This is an optimization exercise on Yosys and OpenROAD, whose aim is small area, not a production implementation.
In this exercise RTL edits were held to simulation tests only and were not proved equivalent to the original.
Power is estimated from default activity; no workload was simulated.

[flow/run.sh]
#!/bin/bash
# Standard layout, with the smallest buffer on each port
set -euo pipefail
export BUFFER_PORTS_ARGS="-buffer_cell sky130_fd_sc_hd__buf_1"
bash standard.sh > standard.log 2>&1
[standard.sh]
#!/bin/bash
# synth_recipe.tcl (not shown) runs the flow's synth.tcl, then flattens the netlist and writes it again
# the make line also repeats each setting of config.mk as NAME=value (left out here)
make -C /OpenROAD-flow-scripts/flow DESIGN_CONFIG=/design/flow/config.mk WORK_HOME=/design/flow/orfs CLKGATE_MAP_FILE= SYNTH_SCRIPT=/design/flow/synth_recipe.tcl "${@:-finish}"
[config.mk]
export PLATFORM = sky130hd
export DESIGN_NAME = toy_correlator
export DESIGN_NICKNAME = toy_correlator
export VERILOG_FILES = /design/flow/design.v
export SDC_FILE = /design/flow/constraint.sdc
export NUM_CORES = 4
export LEC_CHECK = 0
export CAP_MARGIN = 20
export CORE_MARGIN = 2
export CORE_UTILIZATION = 70
export CTS_BUF_LIST = sky130_fd_sc_hd__clkbuf_16
export CTS_CLUSTER_DIAMETER = 100
export CTS_CLUSTER_SIZE = 30
export SLEW_MARGIN = 20
[constraint.sdc]
create_clock -name core_clock -period 6.0 [get_ports {vis_clock}]
set_input_delay 1.2000 -clock core_clock [delete_from_list [all_inputs] [get_ports {vis_clock}]]
set_output_delay 1.2000 -clock core_clock [all_outputs]
set_load 0.01 [all_outputs]
[design.v]
`timescale 1ns/1ps
`default_nettype none
module vis_accumulator (
  input  logic        vis_clock,
  input  logic        vis_reset,
  input  logic        rst_d,       
  input  logic        frame_end,   
  input  logic        sig_valid_i,
  input  logic [3:0]  sig_idata_i,
  input  logic [3:0]  sig_qdata_i,
  input  logic [5:0]  pend,        
  input  logic [5:0]  sel,         
  output logic [11:0] word_o       
);
  localparam logic [11:0] BASE_A = {2'd2, 2'd1, 2'd1, 2'd0, 2'd0, 2'd0};
  localparam logic [11:0] BASE_B = {2'd3, 2'd3, 2'd2, 2'd3, 2'd2, 2'd1};
  logic [5:0] inc_f;
  logic [5:0] inc_g;
  logic [5:0] cnt_f [6];
  logic [5:0] cnt_g [6];
  logic [3:0] x;
  assign x = sig_idata_i ^ sig_qdata_i;
  always_comb begin
    for (int k = 0; k < 6; k++) begin
      logic ai, aq, bi, bq, bw;
      ai = sig_idata_i[BASE_A[2*k +: 2]];
      aq = sig_qdata_i[BASE_A[2*k +: 2]];
      bi = sig_idata_i[BASE_B[2*k +: 2]];
      bq = sig_qdata_i[BASE_B[2*k +: 2]];
      bw = !x[BASE_A[2*k +: 2]] && x[BASE_B[2*k +: 2]];   
      inc_f[k] = sig_valid_i && !(aq ^ bq ^ bw);
      inc_g[k] = sig_valid_i && (ai ^ bi ^ bw);
    end
  end
  genvar gk;
  generate
    for (gk = 0; gk < 6; gk++) begin : g_base
      localparam int PW = (gk == 5) ? 4 : 3;
      logic [PW-1:0] pnd_f;
      logic [PW-1:0] pnd_g;
      logic          take;
      logic          hold;
      assign take = sel[gk] || rst_d;
      assign hold = pend[gk] && !sel[gk];
      always_ff @(posedge vis_clock) begin
        cnt_f[gk] <= (take ? 6'(pnd_f) : cnt_f[gk]) + 6'(inc_f[gk] && !hold);
        cnt_g[gk] <= (take ? 6'(pnd_g) : cnt_g[gk]) + 6'(inc_g[gk] && !hold);
        if (vis_reset || frame_end) begin
          pnd_f <= '0;
          pnd_g <= '0;
        end else begin
          pnd_f <= pnd_f + PW'(inc_f[gk] && pend[gk]);
          pnd_g <= pnd_g + PW'(inc_g[gk] && pend[gk]);
        end
      end
    end
  endgenerate
  always_comb begin
    word_o = '0;
    for (int k = 0; k < 6; k++) begin
      word_o = word_o | ({cnt_f[k], cnt_g[k]} & {12{sel[k]}});
    end
  end
endmodule
`default_nettype wire
`timescale 1ns/1ps
`default_nettype none
module vis_fifo (
  input  logic        vis_clock,
  input  logic        vis_reset,
  input  logic        wr_i,
  input  logic [12:0] word_i,
  input  logic        ready_i,
  output logic        valid_o,
  output logic [12:0] word_o,     
  output logic        overflow_o
);
  logic [12:0] sh [9];
  logic [3:0]  count;
  logic        full;
  logic        push;
  logic        pop;
  assign full    = count[3];   
  assign valid_o = (count != 4'd0);
  assign push    = wr_i && !full;
  assign pop     = valid_o && ready_i;
  assign word_o  = sh[count];
  always_ff @(posedge vis_clock) begin
    if (push) begin
      sh[0] <= word_i;
      for (int i = 1; i < 9; i++) sh[i] <= sh[i-1];
    end
  end
  always_ff @(posedge vis_clock) begin
    if (vis_reset) begin
      count      <= '0;
      overflow_o <= 1'b0;
    end else begin
      count <= count + 4'(push) - 4'(pop);
      if (wr_i && full) overflow_o <= 1'b1;
    end
  end
endmodule
`default_nettype wire
`timescale 1ns/1ps
`default_nettype none
module byte_serializer (
  input  logic        vis_clock,
  input  logic        vis_reset,
  input  logic        valid_i,
  input  logic [12:0] word_i,
  input  logic        m_tready_i,
  output logic        ready_o,
  output logic        m_tvalid_o,
  output logic [7:0]  m_tdata_o,
  output logic        m_tlast_o
);
  logic        busy;
  logic [2:0]  idx;
  logic [11:0] sw;
  logic        slast;
  logic [6:0]  dv;
  assign ready_o = !busy;
  always_ff @(posedge vis_clock) begin
    if (vis_reset) begin
      busy <= 1'b0;
      idx  <= '0;
    end else if (valid_i && !busy) begin
      busy <= 1'b1;
      idx  <= '0;
    end else if (busy && m_tready_i) begin
      idx <= idx + 1'b1;
      if (idx == 3'd7) busy <= 1'b0;
    end
  end
  assign {sw, slast} = word_i;
  logic [6:0] sum;
  assign sum = {1'b0, sw[11:6]} + ({1'b0, sw[5:0]} ^ {7{idx[2]}}) + 7'(idx[2]);
  assign dv  = idx[2] ? sum : {sum[6:5] - 2'd1, sum[4:0]};
  assign m_tvalid_o = busy;
  assign m_tdata_o  = (idx[1:0] == 2'd0) ? {dv, 1'b0} : {8{dv[6]}};
  assign m_tlast_o  = busy && slast && (idx == 3'd7);
endmodule
`default_nettype wire
`timescale 1ns/1ps
`default_nettype none
module toy_correlator (
  input  logic       vis_clock,
  input  logic       vis_reset,
  input  logic       sig_valid_i,
  input  logic [3:0] sig_idata_i,
  input  logic [3:0] sig_qdata_i,
  input  logic       m_tready_i,
  output logic       vis_start_o,
  output logic       vis_frame_o,
  output logic       m_tvalid_o,
  output logic [7:0] m_tdata_o,
  output logic       m_tlast_o,
  output logic       vis_overflow_o
);
  logic [2:0] wcnt;      
  logic [1:0] blk;       
  logic       rst_d;     
  logic       block_done;
  logic       frame_end;
  assign block_done = sig_valid_i && (wcnt == 3'd7);
  assign frame_end  = block_done && (blk == 2'd3) && !vis_reset;
  always_ff @(posedge vis_clock) begin
    rst_d <= vis_reset;
    if (vis_reset) begin
      wcnt        <= '0;
      blk         <= '0;
      vis_start_o <= 1'b0;
      vis_frame_o <= 1'b0;
    end else begin
      if (sig_valid_i) wcnt <= wcnt + 1'b1;
      if (block_done) blk <= blk + 1'b1;
      vis_start_o <= block_done && !vis_frame_o;
      if (block_done) vis_frame_o <= 1'b1;
    end
  end
  logic [6:0] pend;
  logic [2:0] ph;
  logic       strobe;
  logic [5:0] sel;
  logic       wr;
  assign strobe = pend[6] && (ph == 3'd1);
  assign wr     = strobe && !pend[0];
  always_comb begin
    for (int k = 0; k < 6; k++) sel[k] = strobe && pend[k+1] && !pend[k];
  end
  always_ff @(posedge vis_clock) begin
    ph <= frame_end ? 3'd0 : ph + 1'b1;
    if (vis_reset) begin
      pend <= '0;
    end else if (frame_end) begin
      pend <= '1;
    end else if (strobe) begin
      pend <= {pend[5:0], 1'b0};
    end
  end
  logic [11:0] acc_word;
  logic        q_valid;
  logic        q_ready;
  logic [12:0] q_word;
  vis_accumulator u_accum (
    .vis_clock   (vis_clock),
    .vis_reset   (vis_reset),
    .rst_d       (rst_d),
    .frame_end   (frame_end),
    .sig_valid_i (sig_valid_i),
    .sig_idata_i (sig_idata_i),
    .sig_qdata_i (sig_qdata_i),
    .pend        (pend[6:1]),
    .sel         (sel),
    .word_o      (acc_word)
  );
  vis_fifo u_fifo (
    .vis_clock  (vis_clock),
    .vis_reset  (vis_reset),
    .wr_i       (wr),
    .word_i     ({acc_word, sel[5]}),
    .ready_i    (q_ready),
    .valid_o    (q_valid),
    .word_o     (q_word),
    .overflow_o (vis_overflow_o)
  );
  byte_serializer u_serializer (
    .vis_clock  (vis_clock),
    .vis_reset  (vis_reset),
    .valid_i    (q_valid),
    .word_i     (q_word),
    .m_tready_i (m_tready_i),
    .ready_o    (q_ready),
    .m_tvalid_o (m_tvalid_o),
    .m_tdata_o  (m_tdata_o),
    .m_tlast_o  (m_tlast_o)
  );
endmodule
`default_nettype wire
==> impl_metrics.py, run 1 <==
metrics = {
    "routing": {
        "dr.first_iter.drc_count": 606,
        "drc": 0,
        "vias": 7793,
        "drt_pass1_iterations": 5,
        "viasPerCell": 6.09,
        "routed_wl_um": 23400,
        "ant_nets": 0,
        "routedWlPerCell_um": 18.3,
    },
    "layout": {
        "area_delta_synth_final_pct": 5.98,
        "fillers": 1139,
        "fin_cells": 1280,
        "stdcell_area_um2": 12300,
        "drive_gt1_frac": 0.0613,
        "nets": 1137,
        "diodes": 0,
    },
    "cts": {
        "clock_latency_ns": 0.48,
        "cts_num_sinks": 254,
        "clkTransAtPathRegs_ns": 0.12,
        "clockBufferDepth": 3,
        "htreeDepth": 1,
        "root_buffer": "clkbuf_16",
        "cts_buffers": 12,
        "cts_tree": "yes",
        "postCtsSetupRepairBufs": 0,
    },
    "logic_synthesis": {
        "synth_top_family_by_area": "simple AND/OR/NAND/NOR gates",
        "synth_edf_count": 117,
        "yosys.area.top_type": "edfxtp_1",
        "synth_top_area_share": 0.302,
        "synth.area.top_cells": "edfxtp_1 (30%), dfxtp_1 (24%), ha_1 (7.3%)",
        "synth_adder_area_share": 0.0766,
        "synth_cells": 1052,
        "synth_area_um2": 11600,
        "syn_nets": 1134,
        "synthMuxAreaShare": 0.0452,
        "synth_compound_area_frac": 0.121,
        "synth_xor_area_frac": 0.0580,
        "ys.flop_type": "dfxtp_1",
        "yosysUniqueCellTypes": 70,
        "synth_seq_cells": 254,
        "synthTopCellsByCount": "dfxtp_1 (137), edfxtp_1 (117), nand2_1 (115)",
        "yosys.area_share.simple": 0.134,
        "yosysMostFrequentCell": "dfxtp_1",
        "async_flop_share": 0,
        "yosysWarningCount": 7,
        "syn_area_per_cell_um2": 11.1,
        "seq_area_frac_synth": 0.538,
    },
    "floorplanning": {
        "die_h_um": 133,
        "initial_utilization": 0.709,
        "num_rows": 47,
        "die_w_um": 133,
        "core_um2": 16400,
        "dieArea_um2": 17700,
        "io_pins": 25,
    },
    "sta": {
        "maxSlewViolCount": 0,
        "fmax_mhz": 173,
        "hold_viol": 0,
        "fin_skew_ns": 0.0258,
        "period_share": 0.966,
        "min_period_ns": 5.80,
        "tightest_slew_ns": 0.894,
        "setup_viol": 0,
        "timing.hold.ws_ns": 0.447,
        "relSlewSlack": 0.404,
    },
    "grt": {
        "grt_max_degree": 92,
        "grt_remaining_overflow": 0,
        "grt_pass1_wl_um": 37800,
        "antenna_found_initial": 0,
        "grt_usage": 0.267,
        "grt_pass1_vias": 7487,
    },
    "power_and_ir_drop": {
        "cellPowerDensity_nw_per_um2": 350,
        "vdd_drop_max_mv": 0.467,
        "p_leak_nw": 4.72,
    },
    "critical_path": {
        "path_depth": 15,
        "arrival_ns": 4.60,
        "crit_family": "compound AO/OA/AOI/OAI gates",
        "critical-path-max-stage-delay_ns": 0.49,
        "cpMaxStageDelayCell": "o21bai_1",
        "rrSetupSlack_ns": 2.73,
        "critPathBufInv": 3,
        "path_max_fanout": 15,
        "endpoint_kind": "output pin",
        "critPathKind": "flip-flop to output pin",
        "crit_required_ns": 4.80,
        "reg2reg_depth": 6,
        "crit_chain": "inv_1 > ha_1 > buf_4 > a221oi_1 > a21oi_1 > a221oi_1 > xnor2_1 > ha_1 > o21ai_0 > o21bai_1 > o41ai_2 > a311oi_2 > a21oi_1 > o32a_1 > buf_1",
        "critPathLaunchType": "flip-flop",
    },
    "placement": {
        "place_area_um2": 11900,
        "io_buffer_count": 24,
        "place_congestion": 0.883,
        "placed_cells": 1260,
        "place_hpwl_um": 16700,
    },
    "hold_path": {
        "min_path_cells": 0,
        "hp-class": "flip-flop to flip-flop",
    },
    "status": {
        "status": "complete, no violations",
    },
    "job": {
        "cap_viol_max_count": 0,
    },
}
[power by group]
| part | total [mW] | internal (mW) | switching, mW |
|---|---|---|---|
| Clock | 0.928 | 0.403 | 0.525 |
| Combinational | 1.52 | 0.607 | 0.909 |
| Sequential | 1.87 | 1.84 | 0.0354 |
[cell type report]
| cell class | count | area [um2] | area share |
|---|---|---|---|
| Clock buffer | 13 | 325 | 0.0264 |
| Clock inverter | 6 | 35.0 | 0.00284 |
| Inverter | 27 | 101 | 0.00822 |
| Multi-Input combinational cell | 720 | 5100 | 0.414 |
| Sequential cell | 254 | 6260 | 0.508 |
| Tap cell | 220 | 275 | 0.0223 |
| Timing Repair Buffer | 40 | 230 | 0.0187 |
[stage by stage]
stage	util	power, mW	setup TNS (ns)	worst slack, ns
floorplan	-	3.03	0	0.672
global placement	0.726	3.35	0	0.830
detailed placement	0.726	3.38	0	0.626
CTS	0.748	4.30	0	0.106
global route	0.751	4.55	-0.0627	-0.0294
finish	0.751	4.31	0	0.203
[state kept, by name, summed over array words and instances (netlist names)]
name and cells:
u_fifo.sh 117, u_fifo.count 4, u_accum.g_base.pnd_g 19, u_fifo.overflow_o 1, vis_start_o 1, rst_d 1
u_accum.cnt_f 36, u_accum.cnt_g 36, vis_frame_o 1, u_serializer.busy 1, wcnt 3, ph 3
pend 7, u_serializer.idx 3, blk 2, u_accum.g_base.pnd_f 19
[worst register-to-register path, delay by kind of cell, from the launching register on]
kind	cells	cell delay, ns
buffers and inverters	2	0.82
AND/OR/NAND/NOR	3	1.54
adder cells (fa/ha/maj)	1	0.19
flip-flops	1	0.38
[cells by family (layout without fill, tap and decap cells)]
kind of cell / after synthesis / in the layout
AO/OA/AOI/OAI: 191 / 191
flip-flops: 254 / 254
XOR/XNOR: 77 / 77
adder cells (fa/ha/maj): 70 / 70
multiplexers: 49 / 49
buffers and inverters: 78 / 86
AND/OR/NAND/NOR: 333 / 333
[worst paths after layout]
kind                                       start                to
worst max-delay path             u_fifo.count[3]      m_tdata_o[1]
worst max register to register             ph[0]   u_fifo.sh[5][5]
worst min register to register  u_fifo.sh[3][11]  u_fifo.sh[4][11]
worst min-delay path            u_fifo.sh[3][11]  u_fifo.sh[4][11]
[timing repair]
| action | in CTS | in global routing |
|---|---|---|
| endpoints found under the setup margin | 0 | 8 |
| resized for setup | 0 | 7 |
| hold buffers | 0 | 0 |
[routing by layer]
metal	GRT usage	share of wire	vias to the layer above
met5	0	0	-
met1	0.358	0.45	3766
met3	0.0284	0.035	39
li1	-	-	3814
met2	0.458	0.48	174
met4	0.0878	0.027	0
[layout by cell type (no fill, tap or decap), drive strengths merged, types with 7 or more instances in the layout]
cell	count
xnor2	46
o21ai	20
mux2	8
mux2i	40
nand2	115
a22oi	49
inv	31
nand2b	8
and2	24
dfxtp	137
a31oi	15
edfxtp	117
ha	68
nor2	83
a221oi	19
a21oi	32
nand3	47
buf	40
xor2	31
and3b	9
clkbuf	13
nor2b	7
o211ai	18
nor3	16
==> inputs of run 2 (changes only) <==
--- a/config.mk
+++ b/config.mk
@@ -7,2 +7,3 @@
 export LEC_CHECK = 0
+export ABC_AREA = 1
 export CAP_MARGIN = 20
==> run 2 against run 1 <==
Compared with the run above: combinational power fell by 3%; worst setup slack improved by 0.16 ns; maximum frequency is 2.8% higher; largest power group unchanged; clock skew is 0.0032 ns higher; register-to-register slack better by 0.25 ns; synthesized cell count up 8.5%.
==> impl_metrics.py, run 2 <==
metrics = {
    "routing": {
        "drt_pass1_iterations": 5,
        "ant_nets": 0,
        "routed_wl_um": 22200,
        "vias": 7847,
        "drc": 0,
        "routedWlPerCell_um": 16.1,
        "dr.first_iter.drc_count": 716,
        "viasPerCell": 5.69,
    },
    "sta": {
        "rsz0062_at_grt": "false",
        "setup_ws_ns": 0.359,
        "min_period_ns": 5.64,
        "tightest_slew_ns": 0.820,
        "fmax_mhz": 177,
        "hold_viol": 0,
        "setup_tns_ns": 0,
        "period_share": 0.940,
        "fin_skew_ns": 0.0290,
        "setup_viol": 0,
        "relSlewSlack": 0.453,
        "maxSlewViolCount": 0,
    },
    "placement": {
        "io_buffer_count": 24,
        "place_ws_ns": 0.902,
        "place_congestion": 0.871,
        "place_hpwl_um": 16300,
    },
    "floorplanning": {
        "initial_utilization": 0.717,
        "core_um2": 15900,
        "io_pins": 25,
        "num_rows": 46,
        "die_w_um": 132,
        "dieArea_um2": 17400,
        "die_h_um": 132,
    },
    "hold_path": {
        "min_path_cells": 0,
        "hp-class": "flip-flop to flip-flop",
    },
    "grt": {
        "grt_pass1_wl_um": 36400,
        "grt_pass1_vias": 7367,
        "grt_max_degree": 64,
        "grt_remaining_overflow": 0,
        "antenna_found_initial": 0,
        "grt_usage": 0.258,
    },
    "logic_synthesis": {
        "async_flop_share": 0,
        "synth_edf_count": 117,
        "synth_cells": 1141,
        "yosys.area.top_type": "edfxtp_1",
        "synthTopCellsByCount": "dfxtp_1 (137), nand2_1 (137), inv_1 (130)",
        "seq_area_frac_synth": 0.548,
        "yosysWarningCount": 7,
        "synth_area_um2": 11400,
        "ys.flop_type": "dfxtp_1",
        "yosysUniqueCellTypes": 50,
        "synth.area.top_cells": "edfxtp_1 (31%), dfxtp_1 (24%), ha_1 (7.4%)",
        "syn_nets": 1223,
        "syn_area_per_cell_um2": 10.0,
        "synth_top_area_share": 0.307,
        "synth_seq_cells": 254,
    },
    "power_and_ir_drop": {
        "vdd_drop_max_mv": 0.581,
        "p_seq_frac": 0.441,
        "p_leak_nw": 4.80,
        "cellPowerDensity_nw_per_um2": 356,
        "sw_frac_of_total": 0.349,
        "power_frac_clock": 0.215,
        "power.internal_mw": 2.80,
        "p_switching_mw": 1.50,
        "comb_power_share": 0.344,
    },
    "cts": {
        "clkTransAtPathRegs_ns": 0.12,
        "clock_latency_ns": 0.49,
        "cts_tree": "yes",
        "postCtsSetupRepairBufs": 0,
        "cts_buffers": 12,
        "cts_num_sinks": 254,
        "clockBufferDepth": 3,
        "htreeDepth": 1,
        "root_buffer": "clkbuf_16",
        "cts.repair.resized": 0,
        "ctsHoldBuffers": 0,
    },
    "critical_path": {
        "critPathKind": "flip-flop to output pin",
        "arrival_ns": 4.44,
        "reg2reg_depth": 13,
        "endpoint_kind": "output pin",
        "path_depth": 16,
        "critPathLaunchType": "flip-flop",
        "crit_chain": "nor2_4 > inv_1 > nor2_1 > a22o_1 > a221oi_1 > nand3_1 > o21ai_0 > fa_1 > o21ai_0 > a21oi_1 > o21bai_1 > nand4_1 > nand2_2 > nand2_4 > nand2_1 > buf_1",
        "crit_required_ns": 4.80,
        "critical-path-max-stage-delay_ns": 0.64,
        "cpMaxStageDelayCell": "nor2_1",
        "path_max_fanout": 19,
        "critPathBufInv": 2,
        "worst_path_most_repeated_cell": "o21ai_0",
        "crit_family": "simple AND/OR/NAND/NOR gates",
    },
    "job": {
        "cap_viol_max_count": 0,
    },
    "layout": {
        "regMostFlops": "u_fifo.sh",
        "final_cell_mix": "nand2_1 (137), dfxtp_1 (137), inv_1 (136)",
        "fillers": 1163,
        "drive_gt1_frac": 0.0542,
        "area_delta_synth_final_pct": 5.83,
        "largestRegisters": "u_fifo.sh x117, u_accum.cnt_f x36, u_accum.cnt_g x36",
        "nets": 1238,
        "diodes": 0,
        "largest_register_ffs": 117,
    },
    "status": {
        "status": "complete, no violations",
    },
}
run 2: cell types whose count changed in the layout (fill, tap and decap cells not counted), moves of 15 or more:
| cell | previous run | this run |
|---|---|---|
| a22oi_1 | 49 | 0 |
| and2_1 | 24 | 0 |
| inv_1 | 30 | 136 |
| mux2i_1 | 39 | 3 |
| nand2_1 | 114 | 137 |
| nand3_1 | 47 | 76 |
| nand4_1 | 4 | 25 |
| nor2_1 | 80 | 109 |
| o211ai_1 | 18 | 3 |
| o21ai_0 | 19 | 54 |
run 2: metal layers:
metal  part of all wire  GRT usage  up-vias
met5                  0          0        -
met4              0.023     0.0707        0
met3              0.044     0.0261       33
met2               0.49      0.454      211
met1               0.44      0.345     3679
li1                   -          -     3924
run 2: cell families (layout without fill, tap and decap cells):
| group | after synthesis | after routing | synth area share |
|---|---|---|---|
| and+or+nand+nor | 397 | 397 | 0.161 |
| DFF | 254 | 254 | 0.548 |
| buffers and inverters | 170 | 191 | 0.0574 |
| AOI/OAI and AO/OA | 168 | 168 | 0.0924 |
| xor gates and xnor gates | 75 | 75 | 0.0575 |
| adders and majority gates | 70 | 70 | 0.0780 |
| muxes | 7 | 7 | 0.00657 |
run 2: worst paths after layout:
kind | start | to | slack, ns
worst max-delay path | u_fifo.count[1] | m_tdata_o[4] | 0.36
worst min-delay path | u_fifo.sh[4][0] | u_fifo.sh[5][0] | 0.46
worst max register to register | ph[0] | u_accum.cnt_f[1][4] | 2.98
worst min register to register | u_fifo.sh[4][0] | u_fifo.sh[5][0] | 0.46
run 2: worst register-to-register path: cells and delay by family (launching register included):
family                   cells  cell delay (ns)
AO/OA/AOI/OAI                1             0.10
adder cells (fa/ha/maj)      3             0.61
buffers and inverters        1             0.14
flip-flops                   1             0.37
multiplexers                 1             0.39
AND/OR/NAND/NOR              7             1.36
run 2: cell type report:
type,instances,area [um2],area share
clock buffers,13,325,0.0269
clock inverters,7,38.8,0.00321
inverters,137,514,0.0425
multi-input cells,717,4520,0.374
flip-flops and latches,254,6260,0.517
well taps,216,270,0.0224
repair buffers,34,165,0.0137
run 2: metrics by stage:
| step | hold slack [ns] | std cells | power, mW | utilization | instance area [um2] |
|---|---|---|---|---|---|
| after detailed placement | 0.434 | 1358 | 3.41 | 0.736 | 11700 |
| final | 0.456 | 1378 | 4.30 | 0.758 | 12100 |
| after global placement | 0.429 | 1358 | 3.38 | 0.736 | 11700 |
| after CTS | 0.456 | 1378 | 4.32 | 0.758 | 12100 |
| after global routing | 0.467 | 1378 | 4.58 | 0.758 | 12100 |
| after floorplan | 0.418 | 1141 | 3.03 | - | 11400 |
run 2: power by group through the flow:
stage	combinational [mW]	sequential, mW	clock (mW)
6_report	1.48	1.90	0.925
5_1_grt	1.67	1.90	1.01
4_1_cts	1.48	1.89	0.940
3_5_place_dp	1.47	1.93	0
3_3_place_gp	1.45	1.93	0
2_1_floorplan	1.12	1.91	0
==> inputs of run 3 (changes only) <==
--- a/config.mk
+++ b/config.mk
@@ -11,5 +11,5 @@
 export CORE_UTILIZATION = 70
-export CTS_BUF_LIST = sky130_fd_sc_hd__clkbuf_16
-export CTS_CLUSTER_DIAMETER = 100
-export CTS_CLUSTER_SIZE = 30
+export CTS_BUF_LIST = sky130_fd_sc_hd__clkbuf_8
+export CTS_CLUSTER_DIAMETER = 60
+export CTS_CLUSTER_SIZE = 16
 export SLEW_MARGIN = 20
==> run 3 against run 2 <==
Compared with the run above: still clean; register-to-register slack barely moved; synthesized cell count did not move; clock power fell by about 10%; sequential share of layout area rose by 0.24 points; core utilization fell by 0.35 points; global-route usage barely moved; sequential power barely moved; via count rose by 0.51%; synthesized area did not move; final cell count rose by 0.65%; critical path type unchanged.
==> impl_metrics.py, run 3 <==
metrics = {
    "grt": {
        "grt_max_degree": 64,
        "grt_usage": 0.259,
        "antenna_found_initial": 0,
        "grt_pass1_wl_um": 36400,
        "grt_remaining_overflow": 0,
        "grt_pass1_vias": 7419,
    },
    "power_and_ir_drop": {
        "vdd_drop_max_mv": 0.580,
        "cellPowerDensity_nw_per_um2": 349,
        "p_leak_nw": 4.80,
    },
    "cts": {
        "cts.repair.resized": 0,
        "ctsHoldBuffers": 0,
        "htreeDepth": 1,
        "clockBufferDepth": 3,
        "clock_latency_ns": 0.52,
        "cts_num_sinks": 254,
        "postCtsSetupRepairBufs": 0,
        "root_buffer": "clkbuf_8",
        "cts_buffers": 19,
        "clkTransAtPathRegs_ns": 0.11,
        "cts_tree": "yes",
    },
    "hold_path": {
        "min_path_cells": 0,
        "hp-class": "flip-flop to flip-flop",
    },
    "floorplanning": {
        "dieArea_um2": 17400,
        "die_h_um": 132,
        "io_pins": 25,
        "num_rows": 46,
        "core_um2": 15900,
        "initial_utilization": 0.717,
        "die_w_um": 132,
    },
    "sta": {
        "period_share": 0.942,
        "maxSlewViolCount": 0,
        "setup_viol": 0,
        "setup_tns_ns": 0,
        "setup_ws_ns": 0.349,
        "fin_skew_ns": 0.0152,
        "rsz0062_at_grt": "false",
        "min_period_ns": 5.65,
        "hold_viol": 0,
        "tightest_slew_ns": 0.828,
        "fmax_mhz": 177,
        "relSlewSlack": 0.447,
    },
    "logic_synthesis": {
        "yosys.area.top_type": "edfxtp_1",
        "async_flop_share": 0,
        "ys.flop_type": "dfxtp_1",
        "synth_seq_cells": 254,
        "seq_area_frac_synth": 0.548,
        "yosysUniqueCellTypes": 50,
        "synth_cells": 1141,
        "yosysWarningCount": 7,
        "synth_area_um2": 11400,
        "synth_edf_count": 117,
        "synth.area.top_cells": "edfxtp_1 (31%), dfxtp_1 (24%), ha_1 (7.4%)",
        "synthTopCellsByCount": "dfxtp_1 (137), nand2_1 (137), inv_1 (130)",
        "syn_area_per_cell_um2": 10.0,
        "syn_nets": 1223,
        "synth_top_area_share": 0.307,
    },
    "job": {
        "cap_viol_max_count": 0,
    },
    "placement": {
        "place_ws_ns": 0.902,
        "place_hpwl_um": 16300,
        "place_congestion": 0.871,
        "io_buffer_count": 24,
    },
    "layout": {
        "regMostFlops": "u_fifo.sh",
        "final_common_cell": "inv_1",
        "largestRegisters": "u_fifo.sh x117, u_accum.cnt_f x36, u_accum.cnt_g x36",
        "drive_gt1_frac": 0.0589,
        "largest_register_ffs": 117,
        "nets": 1245,
        "final_cell_mix": "inv_1 (139), nand2_1 (137), dfxtp_1 (137)",
        "area_delta_synth_final_pct": 5.34,
        "diodes": 0,
    },
    "critical_path": {
        "reg2reg_depth": 13,
        "crit_required_ns": 4.80,
        "critPathLaunchType": "flip-flop",
        "arrival_ns": 4.45,
        "endpoint_kind": "output pin",
        "critPathKind": "flip-flop to output pin",
        "path_max_fanout": 19,
    },
    "routing": {
        "routedWlPerCell_um": 16.1,
        "dr.first_iter.drc_count": 552,
        "drc": 0,
        "ant_nets": 0,
        "drt_pass1_iterations": 5,
        "viasPerCell": 5.69,
        "routed_wl_um": 22300,
        "vias": 7887,
    },
    "status": {
        "status": "complete, no violations",
    },
}
==> run 3: changes by cell type in the layout (fill, tap and decap cells not counted), sizes merged <==
cell    before  now
clkbuf      13   20
inv        142  144
==> run 3: power breakdown <==
| part | leakage (nW) | internal (mW) | switching (mW) |
|---|---|---|---|
| Combinational | 2.48 | 0.553 | 0.928 |
| Sequential | 2.12 | 1.85 | 0.0495 |
| Clock | 0.192 | 0.308 | 0.523 |
==> run 3: cell families (layout without fill, tap and decap cells) <==
logic type                 count (synthesis)  after routing  synth area share
and+or+nand+nor                          397            397             0.161
adders and majority gates                 70             70            0.0780
buffers and inverters                    170            200            0.0574
muxes                                      7              7           0.00657
AOI/OAI and AO/OA                        168            168            0.0924
xor gates and xnor gates                  75             75            0.0575
DFF                                      254            254             0.548
==> run 3: path summary, 6_finish.rpt <==
check	startpoint	end	slack [ns]
worst max-delay path	u_fifo.count[1]	m_tdata_o[4]	0.35
worst min register to register	u_fifo.sh[7][2]	u_fifo.sh[8][2]	0.46
worst min-delay path	u_fifo.sh[7][2]	u_fifo.sh[8][2]	0.46
worst max register to register	ph[0]	u_accum.cnt_f[1][4]	2.97
==> run 3: final cells by class <==
cell class,instances,area [um2]
clock inverters,9,33.8
well taps,216,270
flip-flops and latches,254,6260
inverters,137,514
multi-input cells,717,4520
clock buffers,20,275
fillers,1179,3910
repair buffers,34,165
==> run 3: per-stage QoR <==
stage,utilization,cell area [um2],hold slack [ns],std cells,power (mW)
after detailed placement,0.736,11700,0.434,1358,3.41
after floorplan,-,11400,0.418,1141,3.03
after global placement,0.736,11700,0.429,1358,3.38
after global routing,0.755,12000,0.459,1387,4.48
final,0.755,12000,0.457,1387,4.21
after CTS,0.755,12000,0.456,1387,4.23
==> run 3: critical path: stages, from the launching register on <==
cell and delay (ns):
dfxtp_1 0.53, nor2_4 0.51, inv_1 0.12, nor2_1 0.64
a22o_1 0.23, a221oi_1 0.05, nand3_1 0.07, o21ai_0 0.16
fa_1 0.50, o21ai_0 0.28, a21oi_1 0.12, o21bai_1 0.18
nand4_1 0.13, nand2_2 0.12, nand2_4 0.07, nand2_1 0.07
buf_1 0.15
==> run 3: per-layer routing <==
metal / vias to the layer above / GRT usage / wire (um)
met2: 228 / 0.452 / 10900
met1: 3690 / 0.344 / 9790
met3: 35 / 0.0308 / 1170
met4: 0 / 0.0713 / 503
met5: - / 0 / 0
li1: 3934 / - / -
==> inputs of run 4 (changes only) <==
==> flow/run.sh (replaced) <==
#!/bin/bash
# Standard layout, with the smallest buffer on each port and a leaner clock tree
set -euo pipefail
export BUFFER_PORTS_ARGS="-buffer_cell sky130_fd_sc_hd__buf_1"
export CTS_ARGS="-sink_clustering_enable -repair_clock_nets -sink_clustering_size 30 -sink_clustering_max_diameter 100 -buf_list sky130_fd_sc_hd__clkbuf_16 -dont_use_dummy_load"
bash standard.sh > standard.log 2>&1
--- a/config.mk
+++ b/config.mk
@@ -11,5 +11,2 @@
 export CORE_UTILIZATION = 70
-export CTS_BUF_LIST = sky130_fd_sc_hd__clkbuf_8
-export CTS_CLUSTER_DIAMETER = 60
-export CTS_CLUSTER_SIZE = 16
 export SLEW_MARGIN = 20
==> run 4 against run 3 <==
Compared with the run above: die area unchanged; largest cell class unchanged; combinational power about the same; maximum frequency up 0.63%; still clean.
==> impl_metrics.py, run 4 <==
metrics = {
    "status": {
        "status": "complete, no violations",
    },
    "layout": {
        "fin_util": 0.754,
        "stdcell_area_um2": 12000,
        "largestRegisters": "u_fifo.sh x117, u_accum.cnt_f x36, u_accum.cnt_g x36",
        "fin_cells": 1370,
        "final_cell_mix": "nand2_1 (137), dfxtp_1 (137), inv_1 (130)",
        "diodes": 0,
        "largest_register_ffs": 117,
        "regMostFlops": "u_fifo.sh",
        "nets": 1238,
        "area_delta_synth_final_pct": 5.27,
        "drive_gt1_frac": 0.0529,
    },
    "floorplanning": {
        "die_h_um": 132,
        "dieArea_um2": 17400,
        "initial_utilization": 0.717,
        "io_pins": 25,
        "die_w_um": 132,
        "num_rows": 46,
        "core_um2": 15900,
    },
    "hold_path": {
        "hp-class": "flip-flop to flip-flop",
        "hold_end": "u_fifo.sh[5][3]",
        "min_path_cells": 0,
        "hold_path_startpoint": "u_fifo.sh[4][3]",
    },
    "logic_synthesis": {
        "synthTopCellsByCount": "dfxtp_1 (137), nand2_1 (137), inv_1 (130)",
        "ys.flop_type": "dfxtp_1",
        "synth_compound_area_frac": 0.0924,
        "synth_seq_cells": 254,
        "syn_area_per_cell_um2": 10.0,
        "synth_xor_area_frac": 0.0575,
        "yosysWarningCount": 7,
        "syn_nets": 1223,
        "async_flop_share": 0,
        "seq_area_frac_synth": 0.548,
        "yosys.area.top_type": "edfxtp_1",
        "synth_top_family_by_area": "simple AND/OR/NAND/NOR gates",
        "synth_adder_area_share": 0.0780,
        "synth_top_area_share": 0.307,
        "synth.area.top_cells": "edfxtp_1 (31%), dfxtp_1 (24%), ha_1 (7.4%)",
        "synth_cells": 1141,
        "yosysUniqueCellTypes": 50,
        "yosys.area_share.simple": 0.161,
        "synth_area_um2": 11400,
        "synth_edf_count": 117,
        "synthMuxAreaShare": 0.00657,
    },
    "routing": {
        "viasPerCell": 5.71,
        "drc": 0,
        "routedWlPerCell_um": 16.2,
        "ant_nets": 0,
        "vias": 7817,
        "dr.first_iter.drc_count": 669,
        "routed_wl_um": 22200,
        "drt_pass1_iterations": 6,
    },
    "cts": {
        "cts_buffers": 12,
        "clkTransAtPathRegs_ns": 0.11,
        "clockBufferDepth": 3,
        "clock_latency_ns": 0.47,
        "postCtsSetupRepairBufs": 0,
        "cts_tree": "yes",
        "cts_num_sinks": 254,
        "root_buffer": "clkbuf_16",
        "htreeDepth": 1,
        "cts.repair.resized": 0,
        "ctsHoldBuffers": 0,
    },
    "sta": {
        "rsz0062_at_grt": "false",
        "min_period_ns": 5.62,
        "setup_ws_ns": 0.384,
        "setup_viol": 0,
        "maxSlewViolCount": 0,
        "timing.hold.ws_ns": 0.455,
        "hold_viol": 0,
        "fmax_mhz": 178,
        "relSlewSlack": 0.444,
        "fin_skew_ns": 0.0379,
        "period_share": 0.936,
        "tightest_slew_ns": 0.833,
        "setup_tns_ns": 0,
    },
    "power_and_ir_drop": {
        "p_leak_nw": 4.75,
        "power.total_mw": 4.23,
        "cellPowerDensity_nw_per_um2": 352,
        "vdd_drop_max_mv": 0.577,
    },
    "grt": {
        "antenna_found_initial": 0,
        "grt_pass1_wl_um": 36200,
        "grt_pass1_vias": 7336,
        "grt_max_degree": 64,
        "grt_remaining_overflow": 0,
        "grt_usage": 0.257,
    },
    "placement": {
        "place_hpwl_um": 16300,
        "place_ws_ns": 0.902,
        "place_congestion": 0.871,
        "placed_cells": 1358,
        "io_buffer_count": 24,
        "place_area_um2": 11700,
    },
    "critical_path": {
        "worst_path_most_repeated_cell": "o21ai_0",
        "reg2reg_depth": 13,
        "critPathLaunchType": "flip-flop",
        "arrival_ns": 4.42,
        "cpMaxStageDelayCell": "nor2_1",
        "critical-path-max-stage-delay_ns": 0.65,
        "endpoint_kind": "output pin",
        "rrSetupSlack_ns": 2.98,
        "crit_chain": "nor2_4 > inv_1 > nor2_1 > a22o_1 > a221oi_1 > nand3_1 > o21ai_0 > fa_1 > o21ai_0 > a21oi_1 > o21bai_1 > nand4_1 > nand2_2 > nand2_4 > nand2_1 > buf_1",
        "critPathKind": "flip-flop to output pin",
        "path_max_fanout": 19,
        "r2r-start": "ph[0]",
        "critical_path.startpoint": "u_fifo.count[1]",
        "r2r-end": "u_accum.cnt_f[1][4]",
        "crit_required_ns": 4.80,
    },
    "job": {
        "cap_viol_max_count": 0,
    },
}
[run 4: worst max path at each step]
stage | depth (start not counted) | endpoint
floorplan | 12 | u_fifo.count[2]
global placement | 16 | m_tdata_o[5]
detailed placement | 16 | m_tdata_o[4]
CTS | 16 | m_tdata_o[4]
global route | 19 | m_tdata_o[4]
finish | 16 | m_tdata_o[4]
[run 4: layout make-up]
class | instances | area, um2
repair buffers | 34 | 165
clock buffers | 12 | 300
multi-input cells | 717 | 4520
fillers | 1168 | 3920
well taps | 216 | 270
flip-flops and latches | 254 | 6260
inverters | 137 | 514
[run 4: cell families (layout without fill, tap and decap cells)]
kind of cell | Yosys count | count (layout)
compound gates | 168 | 168
fa+ha+maj | 70 | 70
buf+inv | 170 | 183
xor+xnor | 75 | 75
flops | 254 | 254
mux | 7 | 7
simple gates | 397 | 397
[run 4: report_power, final]
group / switching [mW] / internal (mW)
clock network: 0.495 / 0.363
registers: 0.0500 / 1.85
logic: 0.928 / 0.552
total: 1.47 / 2.76
[run 4: critical path, delay by kind of cell (launching register included)]
family	cells	cell delay (ns)
simple gates	7	1.62
buf+inv	2	0.27
compound gates	6	1.03
fa+ha+maj	1	0.50
flops	1	0.53
[run 4: layer usage]
layer  wire (um)  global-route usage  vias to the layer above  part of all wire
li1            -                   -                     3913                 -
met1        9860               0.346                     3677              0.44
met2       11000               0.453                      199              0.49
met3         885              0.0242                       28             0.040
met4         493              0.0664                        0             0.022
met5           0                   0                        -                 0
==> inputs of run 5 (changes only) <==
==> flow/run.sh (replaced) <==
#!/bin/bash
# Standard layout, with the smallest buffer on each port and a leaner clock tree
set -euo pipefail
export BUFFER_PORTS_ARGS="-buffer_cell sky130_fd_sc_hd__buf_1"
export CTS_ARGS="-sink_clustering_enable -repair_clock_nets -sink_clustering_size 16 -sink_clustering_max_diameter 60 -buf_list sky130_fd_sc_hd__clkbuf_8 -dont_use_dummy_load"
bash standard.sh > standard.log 2>&1
==> run 5 against run 4 <==
Compared with the run above: die area did not move; global-route usage up 0.057 points; critical path type unchanged; still clean; critical endpoint unchanged; clock power fell by 7.2%; core utilization down 0.24 points; register-to-register slack barely moved; routed wire length increased by 0.77%; largest cell class unchanged; sequential power is essentially flat; sequential share of layout area grew 0.17 points; highest routed layer unchanged; design area down 0.32%; first-iteration DRC count is 17% lower; synthesized cell count unchanged.
==> impl_metrics.py, run 5 <==
metrics = {
    "job": {
        "cap_viol_max_count": 0,
    },
    "routing": {
        "routedWlPerCell_um": 16.2,
        "routed_wl_um": 22400,
        "drc": 0,
        "ant_nets": 0,
        "vias": 7891,
        "drt_pass1_iterations": 5,
        "viasPerCell": 5.73,
        "dr.first_iter.drc_count": 553,
    },
    "power_and_ir_drop": {
        "p_switching_mw": 1.49,
        "vdd_drop_max_mv": 0.577,
        "cellPowerDensity_nw_per_um2": 348,
        "sw_frac_of_total": 0.357,
        "power.internal_mw": 2.68,
        "p_leak_nw": 4.74,
        "p_seq_frac": 0.454,
        "comb_power_share": 0.355,
        "power_frac_clock": 0.191,
    },
    "cts": {
        "root_buffer": "clkbuf_8",
        "clock_latency_ns": 0.52,
        "ctsHoldBuffers": 0,
        "clkTransAtPathRegs_ns": 0.09,
        "cts_buffers": 19,
        "clockBufferDepth": 3,
        "htreeDepth": 1,
        "cts_tree": "yes",
        "cts.repair.resized": 0,
        "cts_num_sinks": 254,
        "postCtsSetupRepairBufs": 0,
    },
    "logic_synthesis": {
        "synth_top_area_share": 0.307,
        "ys.flop_type": "dfxtp_1",
        "syn_area_per_cell_um2": 10.0,
        "synthTopCellsByCount": "dfxtp_1 (137), nand2_1 (137), inv_1 (130)",
        "yosysUniqueCellTypes": 50,
        "synth_area_um2": 11400,
        "synth_edf_count": 117,
        "synth_seq_cells": 254,
        "synth.area.top_cells": "edfxtp_1 (31%), dfxtp_1 (24%), ha_1 (7.4%)",
        "async_flop_share": 0,
        "yosys.area.top_type": "edfxtp_1",
        "seq_area_frac_synth": 0.548,
        "syn_nets": 1223,
        "yosysWarningCount": 7,
        "synth_cells": 1141,
    },
    "layout": {
        "nets": 1245,
        "area_delta_synth_final_pct": 4.93,
        "drive_gt1_frac": 0.0586,
        "fillers": 1195,
        "largest_register_ffs": 117,
        "fin_util": 0.752,
        "diodes": 0,
        "register_area_um2": 6260,
        "final_cell_mix": "nand2_1 (137), dfxtp_1 (137), inv_1 (130)",
        "multi_input_area_um2": 4520,
        "largestRegisters": "u_fifo.sh x117, u_accum.cnt_f x36, u_accum.cnt_g x36",
        "regMostFlops": "u_fifo.sh",
    },
    "floorplanning": {
        "dieArea_um2": 17400,
        "core_um2": 15900,
        "io_pins": 25,
        "initial_utilization": 0.717,
        "num_rows": 46,
        "die_w_um": 132,
        "die_h_um": 132,
    },
    "critical_path": {
        "r2r-end": "u_accum.cnt_f[1][4]",
        "path_max_fanout": 19,
        "r2r-start": "ph[0]",
        "arrival_ns": 4.45,
        "critPathLaunchType": "flip-flop",
        "rrSetupSlack_ns": 2.99,
        "critPathKind": "flip-flop to output pin",
        "endpoint_kind": "output pin",
        "crit_required_ns": 4.80,
        "reg2reg_depth": 13,
    },
    "grt": {
        "grt_util_met1": 0.342,
        "antenna_found_initial": 0,
        "grt_pass1_vias": 7415,
        "busiest_layer": "met2",
        "grt_max_degree": 64,
        "gr-usage-met3": 0.0308,
        "gr-usage-met2": 0.452,
        "grt_usage": 0.258,
        "grt_remaining_overflow": 0,
        "grt_pass1_wl_um": 36300,
    },
    "sta": {
        "min_period_ns": 5.65,
        "rsz0062_at_grt": "false",
        "fin_skew_ns": 0.0140,
        "tightest_slew_ns": 0.839,
        "setup_tns_ns": 0,
        "relSlewSlack": 0.440,
        "setup_viol": 0,
        "setup_ws_ns": 0.347,
        "hold_viol": 0,
        "maxSlewViolCount": 0,
        "fmax_mhz": 177,
        "period_share": 0.942,
    },
    "hold_path": {
        "min_path_cells": 0,
        "hold_end": "u_fifo.sh[7][3]",
        "hold_path_startpoint": "u_fifo.sh[6][3]",
        "hp-class": "flip-flop to flip-flop",
    },
    "status": {
        "status": "complete, no violations",
    },
    "placement": {
        "io_buffer_count": 24,
        "place_hpwl_um": 16300,
        "place_congestion": 0.871,
        "place_ws_ns": 0.902,
    },
}
## run 5: cell counts after synthesis
No cell type changed its count.
## run 5: kinds of logic (layout without fill, tap and decap cells)
| kind of cell | Yosys count | after routing | synth area share |
|---|---|---|---|
| AOI/OAI and AO/OA | 168 | 168 | 0.0924 |
| buffers and inverters | 170 | 190 | 0.0574 |
| xor gates and xnor gates | 75 | 75 | 0.0575 |
| DFF | 254 | 254 | 0.548 |
| adders and majority gates | 70 | 70 | 0.0780 |
| muxes | 7 | 7 | 0.00657 |
| and+or+nand+nor | 397 | 397 | 0.161 |
## run 5: how the worst max path moves through the flow
| stage | from | end | slack (ns) | cells after the start |
|---|---|---|---|---|
| 2_1_floorplan | ph[0] | u_fifo.count[2] | 0.78 | 12 |
| 3_3_place_gp | u_fifo.count[1] | m_tdata_o[5] | 1.05 | 16 |
| 3_5_place_dp | u_fifo.count[1] | m_tdata_o[4] | 0.90 | 16 |
| 4_1_cts | u_fifo.count[1] | m_tdata_o[4] | 0.34 | 16 |
| 5_1_grt | u_fifo.count[1] | m_tdata_o[4] | 0.02 | 19 |
| 6_report | u_fifo.count[1] | m_tdata_o[4] | 0.35 | 16 |
## run 5: area by class of cell
type | instances | share of cell area
Sequential cell | 254 | 0.522
Tap cell | 216 | 0.0225
Inverter | 137 | 0.0429
Multi-Input combinational cell | 717 | 0.377
Timing Repair Buffer | 34 | 0.0138
Clock buffer | 19 | 0.0218
## run 5: metrics by stage
stage	std cells	area (um2)	hold slack (ns)	power [mW]
6_report	1377	12000	0.460	4.17
2_1_floorplan	1141	11400	0.418	3.03
5_1_grt	1377	12000	0.461	4.44
3_3_place_gp	1358	11700	0.429	3.38
4_1_cts	1377	12000	0.459	4.19
3_5_place_dp	1358	11700	0.434	3.41
## run 5: power groups by stage
stage               Clock [mW]  Combinational (mW)  Sequential, mW
CTS                      0.814                1.48            1.89
global placement             0                1.45            1.93
finish                   0.795                1.48            1.89
global route             0.869                1.67            1.90
detailed placement           0                1.47            1.93
floorplan                    0                1.12            1.91
## run 5: layer usage
| layer | up-vias | part of all wire |
|---|---|---|
| li1 | 3922 | - |
| met1 | 3725 | 0.44 |
| met2 | 206 | 0.48 |
| met3 | 38 | 0.048 |
| met4 | 0 | 0.026 |
| met5 | - | 0 |
## run 5: critical path, stage by stage (launching register included)
cell,delay (ns)
dfxtp_1,0.52
nor2_4,0.51
inv_1,0.12
nor2_1,0.63
a22o_1,0.24
a221oi_1,0.05
nand3_1,0.07
o21ai_0,0.17
fa_1,0.50
o21ai_0,0.28
a21oi_1,0.12
o21bai_1,0.18
nand4_1,0.13
nand2_2,0.12
nand2_4,0.07
nand2_1,0.07
buf_1,0.15
==> inputs of run 6 (changes only) <==
--- a/design.v
+++ b/design.v
@@ -77,3 +77,3 @@
 );
-  logic [12:0] sh [9];
+  logic [12:0] sh [8];
   logic [3:0]  count;
@@ -86,3 +86,3 @@
   assign pop     = valid_o && ready_i;
-  assign word_o  = sh[count];
+  assign word_o  = sh[3'(count - 1'b1)];
   always_ff @(posedge vis_clock) begin
@@ -90,3 +90,3 @@
       sh[0] <= word_i;
-      for (int i = 1; i < 9; i++) sh[i] <= sh[i-1];
+      for (int i = 1; i < 8; i++) sh[i] <= sh[i-1];
     end
@@ -135,3 +135,5 @@
   end
-  assign {sw, slast} = word_i;
+  always_ff @(posedge vis_clock) begin
+    if (valid_i && !busy) {sw, slast} <= word_i;
+  end
   logic [6:0] sum;
--- a/config.mk
+++ b/config.mk
@@ -7,3 +7,2 @@
 export LEC_CHECK = 0
-export ABC_AREA = 1
 export CAP_MARGIN = 20
==> run 6 against run 5 <==
Compared with the run above: still clean; clock skew up 0.047 ns; via count down 0.43%; hold slack worse by 0.014 ns; sequential share of layout area down 0.98 points; design area up 1.9%; sequential power up 6%; non-clock buffer count unchanged; critical endpoint is now m_tdata_o[1].
==> impl_metrics.py, run 6 <==
metrics = {
    "cts": {
        "htreeDepth": 1,
        "cts_buffers": 20,
        "postCtsSetupRepairBufs": 0,
        "clock_latency_ns": 0.55,
        "cts.repair.resized": 0,
        "cts_tree": "yes",
        "clkTransAtPathRegs_ns": 0.10,
        "clockBufferDepth": 3,
        "cts_num_sinks": 254,
        "root_buffer": "clkbuf_8",
        "ctsHoldBuffers": 0,
    },
    "sta": {
        "fin_skew_ns": 0.0605,
        "rsz0062_at_grt": "false",
        "relSlewSlack": 0.313,
        "hold_viol": 0,
        "setup_tns_ns": 0,
        "period_share": 0.743,
        "setup_ws_ns": 1.54,
        "tightest_slew_ns": 1.03,
        "min_period_ns": 4.46,
        "setup_viol": 0,
        "fmax_mhz": 224,
        "maxSlewViolCount": 0,
    },
    "placement": {
        "io_buffer_count": 24,
        "placed_cells": 1261,
        "place_hpwl_um": 17600,
        "place_congestion": 0.929,
        "place_ws_ns": 2.12,
        "place_area_um2": 11900,
    },
    "logic_synthesis": {
        "yosysMostFrequentCell": "nand2_1",
        "syn_nets": 1133,
        "synth_cells": 1052,
        "yosysUniqueCellTypes": 64,
        "yosys.area.top_type": "edfxtp_1",
        "synth.area.top_cells": "edfxtp_1 (30%), dfxtp_1 (23%), ha_1 (7.2%)",
        "synth_top_area_share": 0.301,
        "yosysWarningCount": 7,
        "synth_area_um2": 11700,
        "synth_edf_count": 117,
        "synthTopCellsByCount": "nand2_1 (152), dfxtp_1 (137), edfxtp_1 (117)",
        "synth_seq_cells": 254,
        "syn_area_per_cell_um2": 11.1,
        "seq_area_frac_synth": 0.535,
        "async_flop_share": 0,
        "ys.flop_type": "dfxtp_1",
    },
    "layout": {
        "fin_util": 0.742,
        "multi_input_area_um2": 5170,
        "stdcell_area_um2": 12200,
        "regMostFlops": "u_fifo.sh",
        "drive_gt1_frac": 0.0679,
        "area_delta_synth_final_pct": 4.55,
        "final_cell_mix": "nand2_1 (152), dfxtp_1 (137), edfxtp_1 (117)",
        "diodes": 0,
        "fillers": 1178,
        "nets": 1144,
        "register_area_um2": 6260,
        "largest_register_ffs": 104,
        "fin_cells": 1281,
        "largestRegisters": "u_fifo.sh x104, u_accum.cnt_f x36, u_accum.cnt_g x36",
        "final_common_cell": "nand2_1",
    },
    "floorplanning": {
        "core_um2": 16500,
        "die_h_um": 133,
        "initial_utilization": 0.710,
        "io_pins": 25,
        "dieArea_um2": 17700,
        "num_rows": 47,
        "die_w_um": 133,
    },
    "grt": {
        "grt_pass1_wl_um": 39300,
        "grt_usage": 0.280,
        "grt_remaining_overflow": 0,
        "antenna_found_initial": 0,
        "grt_pass1_vias": 7532,
        "grt_max_degree": 86,
    },
    "routing": {
        "routed_wl_um": 24500,
        "viasPerCell": 6.13,
        "dr.first_iter.drc_count": 665,
        "routedWlPerCell_um": 19.2,
        "drt_pass1_iterations": 5,
        "vias": 7857,
        "ant_nets": 0,
        "drc": 0,
    },
    "status": {
        "status": "complete, no violations",
    },
    "critical_path": {
        "critPathLaunchType": "flip-flop",
        "endpoint_kind": "output pin",
        "crit_required_ns": 4.80,
        "arrival_ns": 3.26,
        "path_max_fanout": 10,
        "critPathKind": "flip-flop to output pin",
    },
    "power_and_ir_drop": {
        "vdd_drop_max_mv": 0.386,
        "p_leak_nw": 4.70,
        "cellPowerDensity_nw_per_um2": 329,
    },
    "job": {
        "cap_viol_max_count": 0,
    },
    "hold_path": {
        "hp-class": "flip-flop to flip-flop",
    },
}
-- run 6: cell count changes in the layout (fill, tap and decap cells not counted), moves of 30 or more --
cell     delta
mux2i_1    +40
a22oi_1    +37
inv_1     -112
nand3_1    -35
nor2_1     -33
o21ai_0    -30
-- run 6: area by class of cell --
class | instances | area share
Sequential cell | 254 | 0.512
Timing Repair Buffer | 34 | 0.0135
Clock buffer | 20 | 0.0225
Tap cell | 220 | 0.0225
Inverter | 20 | 0.00614
Multi-Input combinational cell | 733 | 0.423
-- run 6: metal layers --
layer  track usage  vias up  routed length, um
met5             0        -                  0
met1         0.370     3786              10500
met2         0.484      206              12200
met3        0.0339       55               1050
met4        0.0922        0                771
li1              -     3810                  -
-- run 6: worst paths after layout --
path                                        end                 from  depth (start not counted)  slack [ns]
worst max-delay path               m_tdata_o[1]  u_serializer.idx[2]                          8        1.54
worst max register to register  u_fifo.sh[2][3]                ph[0]                          5        2.60
worst min-delay path            u_fifo.sh[1][9]      u_fifo.sh[0][9]                          0        0.45
worst min register to register  u_fifo.sh[1][9]      u_fifo.sh[0][9]                          0        0.45
-- run 6: cell families after synthesis --
| group | Yosys count | synth area share |
|---|---|---|
| AO/OA/AOI/OAI | 171 | 0.101 |
| XOR/XNOR | 69 | 0.0524 |
| adder cells (fa/ha/maj) | 69 | 0.0752 |
| buffers and inverters | 65 | 0.0232 |
| flip-flops | 254 | 0.535 |
| multiplexers | 71 | 0.0757 |
| AND/OR/NAND/NOR | 353 | 0.138 |
-- run 6: per-stage QoR --
stage	hold slack (ns)	power (mW)
2_1_floorplan	0.417	2.90
3_3_place_gp	0.424	3.19
3_5_place_dp	0.429	3.24
4_1_cts	0.432	4.04
5_1_grt	0.448	4.22
6_report	0.445	4.02
-- run 6: worst max-delay path, stage by stage, from the launching register on --
cell       delay (ns)
dfxtp_1          0.66
xor2_1           0.14
ha_1             0.39
a21oi_1          0.32
o2bb2ai_1        0.21
a2111oi_4        0.42
xnor2_2          0.19
a21oi_1          0.21
buf_1            0.17
-- run 6: where the power goes --
group          switching, mW  total, mW  internal (mW)
Clock                  0.514      0.814          0.300
Combinational          0.723       1.21          0.485
Sequential            0.0834       2.00           1.92
==> inputs of run 7 (changes only) <==
--- a/config.mk
+++ b/config.mk
@@ -7,2 +7,3 @@
 export LEC_CHECK = 0
+export ABC_AREA = 1
 export CAP_MARGIN = 20
==> run 7 against run 6 <==
Compared with the run above: design area increased by 1.7%; clock-buffer cell count fell by 1; final cell count rose by 20%; flip-flop and latch count did not move; clock skew fell by 0.033 ns; core utilization grew 0.48 points; synthesized cell count is 24% higher; sequential power about the same; maximum frequency up 12%; non-clock buffer count down 6; critical path type unchanged; critical endpoint is now m_tdata_o[6]; largest power group unchanged.
==> impl_metrics.py, run 7 <==
metrics = {
    "status": {
        "status": "complete, no violations",
    },
    "critical_path": {
        "critPathLaunchType": "flip-flop",
        "path_max_fanout": 10,
        "r2r-start": "ph[0]",
        "path_depth": 13,
        "crit_chain": "xor2_1 > ha_1 > nand2_1 > inv_1 > nand2_1 > nand3_1 > nand2_1 > nand3_1 > nand2_1 > nand2_1 > nand2_1 > nand2_1 > buf_1",
        "crit_family": "simple AND/OR/NAND/NOR gates",
        "endpoint_kind": "output pin",
        "critPathBufInv": 2,
        "cpMaxStageDelayCell": "dfxtp_1",
        "critical-path-max-stage-delay_ns": 0.63,
        "r2r-end": "u_fifo.sh[7][9]",
        "arrival_ns": 2.77,
        "critPathKind": "flip-flop to output pin",
        "worst_path_most_repeated_cell": "nand2_1",
        "crit_required_ns": 4.80,
        "reg2reg_depth": 6,
        "rrSetupSlack_ns": 2.83,
    },
    "floorplanning": {
        "die_w_um": 135,
        "die_h_um": 135,
        "io_pins": 25,
        "core_um2": 16600,
        "initial_utilization": 0.717,
        "dieArea_um2": 18100,
        "num_rows": 47,
    },
    "layout": {
        "diodes": 0,
        "final_cell_mix": "nand2_1 (260), inv_1 (179), dfxtp_1 (137)",
        "fin_util": 0.747,
        "final_common_cell": "nand2_1",
        "largestRegisters": "u_fifo.sh x104, u_accum.cnt_f x36, u_accum.cnt_g x36",
        "fillers": 1248,
        "largest_register_ffs": 104,
        "register_area_um2": 6260,
        "nets": 1406,
        "regMostFlops": "u_fifo.sh",
        "area_delta_synth_final_pct": 4.13,
        "fin_cells": 1543,
        "drive_gt1_frac": 0.0522,
        "stdcell_area_um2": 12400,
        "multi_input_area_um2": 4820,
    },
    "grt": {
        "grt_usage": 0.267,
        "grt_max_degree": 69,
        "grt_remaining_overflow": 0,
        "grt_pass1_wl_um": 38500,
        "antenna_found_initial": 0,
        "grt_pass1_vias": 7880,
    },
    "sta": {
        "tightest_slew_ns": 1.07,
        "setup_ws_ns": 2.03,
        "fmax_mhz": 252,
        "setup_viol": 0,
        "relSlewSlack": 0.280,
        "fin_skew_ns": 0.0275,
        "rsz0062_at_grt": "false",
        "min_period_ns": 3.97,
        "period_share": 0.661,
        "hold_viol": 0,
        "maxSlewViolCount": 0,
        "setup_tns_ns": 0,
    },
    "logic_synthesis": {
        "yosys.area.top_type": "edfxtp_1",
        "synth_top_area_share": 0.294,
        "synth_edf_count": 117,
        "synth_seq_cells": 254,
        "synth_area_um2": 11900,
        "ys.flop_type": "dfxtp_1",
        "yosysUniqueCellTypes": 48,
        "synthMuxAreaShare": 0,
        "synth_xor_area_frac": 0.0448,
        "synth_compound_area_frac": 0.0908,
        "yosys.area_share.simple": 0.192,
        "synth.area.top_cells": "edfxtp_1 (29%), dfxtp_1 (23%), nand2_1 (8.2%)",
        "syn_area_per_cell_um2": 9.12,
        "syn_nets": 1390,
        "seq_area_frac_synth": 0.524,
        "synthTopCellsByCount": "nand2_1 (260), inv_1 (179), dfxtp_1 (137)",
        "synth_top_family_by_area": "simple AND/OR/NAND/NOR gates",
        "synth_cells": 1309,
        "yosysMostFrequentCell": "nand2_1",
        "yosysWarningCount": 7,
        "synth_adder_area_share": 0.0736,
        "async_flop_share": 0,
    },
    "cts": {
        "root_buffer": "clkbuf_8",
        "clkTransAtPathRegs_ns": 0.10,
        "cts.repair.resized": 0,
        "clockBufferDepth": 3,
        "postCtsSetupRepairBufs": 0,
        "cts_num_sinks": 254,
        "ctsHoldBuffers": 0,
        "cts_buffers": 19,
        "clock_latency_ns": 0.53,
        "htreeDepth": 1,
        "cts_tree": "yes",
    },
    "routing": {
        "ant_nets": 0,
        "routedWlPerCell_um": 15.3,
        "vias": 8444,
        "viasPerCell": 5.47,
        "drc": 0,
        "drt_pass1_iterations": 5,
        "dr.first_iter.drc_count": 563,
        "routed_wl_um": 23600,
    },
    "placement": {
        "placed_cells": 1524,
        "io_buffer_count": 24,
        "place_ws_ns": 2.61,
        "place_congestion": 0.889,
        "place_area_um2": 12200,
        "place_hpwl_um": 17200,
    },
    "job": {
        "cap_viol_max_count": 0,
    },
    "hold_path": {
        "hold_path_startpoint": "u_accum.cnt_f[3][4]",
        "min_path_cells": 1,
        "hold_end": "u_accum.cnt_f[3][4]",
        "hp-class": "flip-flop to flip-flop",
    },
    "power_and_ir_drop": {
        "p_leak_nw": 5.05,
        "vdd_drop_max_mv": 0.319,
        "cellPowerDensity_nw_per_um2": 315,
    },
}
-- run 7: worst max path at each step --
stage	from	end	slack, ns
detailed placement	u_serializer.idx[2]	m_tdata_o[6]	2.61
CTS	u_serializer.idx[2]	m_tdata_o[6]	2.03
finish	u_serializer.idx[2]	m_tdata_o[6]	2.03
global placement	u_serializer.idx[2]	m_tdata_o[6]	2.74
global route	u_serializer.idx[2]	m_tdata_o[4]	1.79
floorplan	ph[0]	u_fifo.count[1]	1.17
-- run 7: metrics by stage --
step | hold slack [ns] | power (mW)
after detailed placement | 0.429 | 3.16
after global placement | 0.425 | 3.11
after CTS | 0.446 | 3.93
after global routing | 0.456 | 4.15
after floorplan | 0.413 | 2.84
final | 0.442 | 3.91
-- run 7: logic make-up after synthesis --
kind of cell | count (synthesis)
adder cells (fa/ha/maj) | 69
AND/OR/NAND/NOR | 524
flip-flops | 254
XOR/XNOR | 61
buffers and inverters | 219
AO/OA/AOI/OAI | 182
-- run 7: where the power goes --
part	internal [mW]	leakage [nW]	switching [mW]
combinational	0.398	2.82	0.693
clock	0.286	0.137	0.504
sequential	1.95	2.10	0.0797
-- run 7: layout make-up --
class	instances	share of cell area
Sequential cell	254	0.503
Tap cell	220	0.0221
Clock buffer	19	0.0210
Inverter	186	0.0562
Timing Repair Buffer	28	0.00966
Multi-Input combinational cell	836	0.388
-- run 7: layer usage --
metal | vias up | GRT usage | share of wire
met5 | - | 0 | 0
met4 | 0 | 0.0784 | 0.021
met3 | 33 | 0.0282 | 0.041
met2 | 194 | 0.468 | 0.49
met1 | 3910 | 0.353 | 0.45
li1 | 4307 | - | -

-- separate check: timing with driven ports --
The results above use ideal ports. As a check the final layouts listed here were re-extracted and re-timed, cells and wires unchanged. Step 1 assumes that a clkbuf_16 drives the clock port and a buf_2 every other input. Step 2 times the ports against the registers' clock, not the clock port: input delays grow and output delays shrink by t, the midpoint of the rising clock arrivals with the driver on. Three values: no drivers, after step 1, after step 2; two values: the first two.
run	t, ns	setup slack, ns	hold slack, ns	clock arrival spread, ns	cell pins on the clock port's net
run 1	0.511	0.203 / 0.161 / 0.672	0.447 / 0.447 / 0.447	0.030 / 0.030	1
run 2	0.518	0.359 / 0.311 / 0.830	0.456 / 0.456 / 0.456	0.030 / 0.031	1
run 3	0.561	0.349 / 0.304 / 0.865	0.457 / 0.457 / 0.457	0.018 / 0.018	1
run 4	0.500	0.384 / 0.335 / 0.835	0.455 / 0.455 / 0.455	0.038 / 0.038	1
run 5	0.563	0.347 / 0.302 / 0.865	0.460 / 0.460 / 0.460	0.018 / 0.018	1
run 6	0.557	1.542 / 1.500 / 2.058	0.445 / 0.445 / 0.445	0.062 / 0.061	1
run 7	0.558	2.033 / 1.988 / 2.546	0.442 / 0.442 / 0.442	0.028 / 0.028	1
After both steps every run listed still meets setup and hold.
